What follows belongs to an exercise in optimizing a design on an open flow for small area and a short achievable clock period; a production flow would make more cautious choices. Function was checked by simulation only, so behaviour that the tests miss may differ from the original. Power is estimated from default activity; no workload was simulated.

==> flow/design.v (excerpt) <==
module dcache_top (
	input  logic        clk,
	input  logic        rst,
	input  logic [31:0] cpu_addr,
	input  logic [3:0]  cpu_byte_en,
	input  logic        cpu_read,
	input  logic        cpu_write,
	input  logic [31:0] cpu_wr_data,
	output logic [31:0] cpu_rd_data,
	output logic        cpu_stall,
	output logic [31:0] mem_addr,
	output logic        mem_addr_valid,
	output logic        mem_we,
	output logic [31:0] mem_wr_data,
	output logic        mem_wr_valid,
	output logic        mem_wr_last,
	input  logic        mem_addr_ready,
	input  logic        mem_rd_valid,
	input  logic [31:0] mem_rd_data,
	input  logic        mem_wr_ready,
	input  logic        mem_wr_done
);
For scale: roughly 3,500 cells after synthesis, ~1,300 flip-flops, ~210 I/O pins, roughly 55,000 µm² of cells after synthesis.
==> flow/config.mk <==
export PLATFORM = sky130hd
export DESIGN_NAME = dcache_top
export DESIGN_NICKNAME = dcache_top
export VERILOG_FILES = /design/flow/design.v
export SDC_FILE = /design/flow/constraint.sdc
export NUM_CORES = 4
export LEC_CHECK = 0
export CAP_MARGIN = 20
export CORE_MARGIN = 2
export CORE_UTILIZATION = 40
export PLACE_DENSITY = 0.6
export SLEW_MARGIN = 20
==> flow/constraint.sdc <==
create_clock -name core_clock -period 6.5 [get_ports {clk}]
set_input_delay 1.3000 -clock core_clock [delete_from_list [all_inputs] [get_ports {clk}]]
set_output_delay 1.3000 -clock core_clock [all_outputs]
set_load 0.01 [all_outputs]
run.sh (not shown) runs the stock make flow with config.mk's settings and CLKGATE_MAP_FILE= SYNTH_SCRIPT=/design/flow/synth_recipe.tcl, a recipe that flattens the netlist after the stock synthesis.
==> next run, changes <==
--- a/flow/config.mk
+++ b/flow/config.mk
@@ -6,7 +6,9 @@
 export NUM_CORES = 4
 export LEC_CHECK = 0
+export ABC_CLOCK_PERIOD_IN_PS = 3500
 export CAP_MARGIN = 20
 export CORE_MARGIN = 2
-export CORE_UTILIZATION = 40
-export PLACE_DENSITY = 0.6
+export CORE_UTILIZATION = 60
+export PLACE_DENSITY = 0.75
+export SETUP_SLACK_MARGIN = 2.5
 export SLEW_MARGIN = 20
The changed run finished but failed the layout checks on max-capacitance violations, max-slew violations.
Non-clock buffer count goes up by 360.
Die area went down by about 33%.
Synthesized area is unchanged.
Critical path depth rises by 4.
Sequential power increases by about 0.5%.
Wire length is higher by about 34%.
Core utilization rose by 32 points.
Clock-buffer cell count shrinks by 14.
Clock skew goes up by 0.031 ns.
Setup slack is better by 1.2 ns.
==> next run, changes <==
--- a/flow/config.mk
+++ b/flow/config.mk
@@ -6,9 +6,8 @@
 export NUM_CORES = 4
 export LEC_CHECK = 0
-export ABC_CLOCK_PERIOD_IN_PS = 3500
 export CAP_MARGIN = 20
 export CORE_MARGIN = 2
-export CORE_UTILIZATION = 60
-export PLACE_DENSITY = 0.75
+export CORE_UTILIZATION = 40
+export PLACE_DENSITY = 0.6
 export SETUP_SLACK_MARGIN = 2.5
 export SLEW_MARGIN = 20
- The changed run produced a clean layout
- sequential share of layout area fell by 1.5 points
- wire length shrinks by roughly a tenth
- fmax is higher slightly
- combinational power came out lower slightly
- setup slack improved by 0.068 ns

Another version of the RTL of dcache_top (not shown whole).
For scale: about 3400 cells after synthesis, roughly 1300 flip-flops, roughly 210 I/O pins, ~0.055 mm² of cells after synthesis.
==> flow/design.v (excerpt) <==
module dcache_top (
	input  logic        clk,
	input  logic        rst,
	input  logic [31:0] cpu_addr,
	input  logic [3:0]  cpu_byte_en,
	input  logic        cpu_read,
	input  logic        cpu_write,
	input  logic [31:0] cpu_wr_data,
	output logic [31:0] cpu_rd_data,
	output logic        cpu_stall,
	output logic [31:0] mem_addr,
	output logic        mem_addr_valid,
	output logic        mem_we,
	output logic [31:0] mem_wr_data,
	output logic        mem_wr_valid,
	output logic        mem_wr_last,
	input  logic        mem_addr_ready,
	input  logic        mem_rd_valid,
	input  logic [31:0] mem_rd_data,
	input  logic        mem_wr_ready,
	input  logic        mem_wr_done
);
	localparam int NW = 2;     
	localparam int NS = 4;     
	localparam int NO = 4;     
	localparam int TW = 26;    
	logic [NW-1:0][NS-1:0][TW-1:0]   tag_q;
	logic [NW-1:0][NS-1:0]           valid_q;
	logic [NW-1:0][NS-1:0]           dirty_q;
	logic [NW-1:0][NS*NO-1:0][31:0]  data_q;     
	logic       busy;       
	logic       s_wb;       
	logic       s_wbd;      
	logic       s_rf;       
	logic       s_rff;      
	logic [1:0] beat;       
	logic       rr;         
	logic       vway;       
	logic       mav;        
	logic [TW-1:0] cpu_tag;
	logic [1:0]    idx;
	logic [1:0]    cpu_off;
	logic          cpu_req;
	assign cpu_tag = cpu_addr[31:6];
	assign idx     = cpu_addr[5:4];
	assign cpu_off = cpu_addr[3:2];
	assign cpu_req = cpu_read | cpu_write;
	logic [NS-1:0] set_dec;
	for (genvar s = 0; s < NS; s++) begin : g_set_dec
		assign set_dec[s] = (idx == 2'(s));
	end
	logic [NW-1:0][NS-1:0] eq;      
	logic [NW-1:0]         hit_w;
	logic                  hit;
	for (genvar w = 0; w < NW; w++) begin : g_hit
  ...
Settings: LEC_CHECK=0, CAP_MARGIN=20, CORE_MARGIN=2, CORE_UTILIZATION=60, PLACE_DENSITY=0.75, SETUP_SLACK_MARGIN=2.5, SLEW_MARGIN=20, TNS_END_PERCENT=5, BUFFER_PORTS_ARGS=-buffer_cell sky130_fd_sc_hd__buf_4, CTS_ARGS=-sink_clustering_enable -repair_clock_nets -dont_use_dummy_load -buf_list {sky130_fd_sc_hd__clkbuf_4 sky130_fd_sc_hd__clkbuf_8}; clock period 6.5 ns.
standard.sh (not shown) runs the stock make flow with config.mk's settings and CLKGATE_MAP_FILE= SYNTH_SCRIPT=/design/flow/synth_recipe.tcl, a recipe that flattens the netlist after the stock synthesis.
==> flow/flow/run.sh <==
#!/bin/bash
# The standard layout with three changes to how it is made:
#  - ports get plain buffers (buf_4) instead of the resizer's default pick, a delay cell;
#  - the clock tree uses clkbuf_4/clkbuf_8 and no dummy loads;
# Everything else (synthesis, floorplan, power grid, placement, routing) is the standard flow's.
set -euo pipefail
cat >> config.mk <<'EOC'
export BUFFER_PORTS_ARGS = -buffer_cell sky130_fd_sc_hd__buf_4
export CTS_ARGS = -sink_clustering_enable -repair_clock_nets -dont_use_dummy_load -buf_list {sky130_fd_sc_hd__clkbuf_4 sky130_fd_sc_hd__clkbuf_8}
EOC
bash standard.sh > flow_make.log 2>&1
Then changed:
==> flow/run.sh (new file) <==
#!/bin/bash
# synth_recipe.tcl (not shown) runs the flow's synth.tcl, then flattens the netlist and writes it again
# the make line also repeats each setting of config.mk as NAME=value (left out here)
make -C /OpenROAD-flow-scripts/flow DESIGN_CONFIG=/design/flow/config.mk WORK_HOME=/design/flow/orfs CLKGATE_MAP_FILE= SYNTH_SCRIPT=/design/flow/synth_recipe.tcl finish
BUFFER_PORTS_ARGS = unset   (was -buffer_cell sky130_fd_sc_hd__buf_4)
CTS_ARGS = unset   (was -sink_clustering_enable -repair_clock_nets -dont_use_dummy_load -buf_list {sky130_fd_sc_hd__clkbuf_4 sky130_fd_sc_hd__clkbuf_8})
removed: flow/flow/run.sh
removed: flow/standard.sh
What happened: Register-to-register slack is better by 140 ps. Maximum frequency shrinks by 3.0%. Power is higher by 15%. Sequential share of layout area goes down by 5.0 points.

==> static timing again, ports no longer ideal <==
How much do the figures lean on ideal ports? The routed layouts below were timed once more, with nothing changed but the port constraints. Step 1 assumes that a clkbuf_16 drives the clock port and a buf_2 every other input. Step 2 times the ports against the registers' clock, not the clock port: input delays grow and output delays shrink by t, the midpoint of the rising clock arrivals with the driver on. Slacks: ideal ports / drivers / drivers and shift; pairs: ideal ports / drivers.
| run | shift t [ns] | setup WS [ns] | hold slack, ns | worst data-port slew with drivers (ns) | pins driven straight from the clock port |
|---|---|---|---|---|---|
| the first run of note 1 | 0.845 | 0.174 / 0.151 / 0.151 | 0.466 / 0.466 / 0.466 | 0.05 | 1 |
| the second run of note 1 | 0.804 | 1.403 / 1.287 / 1.287 | 0.475 / 0.475 / 0.475 | 0.21 | 1 |
| the third run of note 1 | 0.858 | 1.471 / 1.230 / 1.230 | 0.467 / 0.467 / 0.467 | 0.26 | 1 |
| the first run of note 2 | 0.911 | 1.663 / 1.602 / 1.203 | 0.314 / 0.271 / 0.475 | 0.13 | 1 |
| the second run of note 2 | 0.824 | 1.515 / 1.271 / 1.271 | 0.479 / 0.479 / 0.479 | 0.29 | 1 |
For the first run of note 2, which loses most, drivers alone change the setup slack by -0.061 ns; drivers and shift together by -0.460 ns.
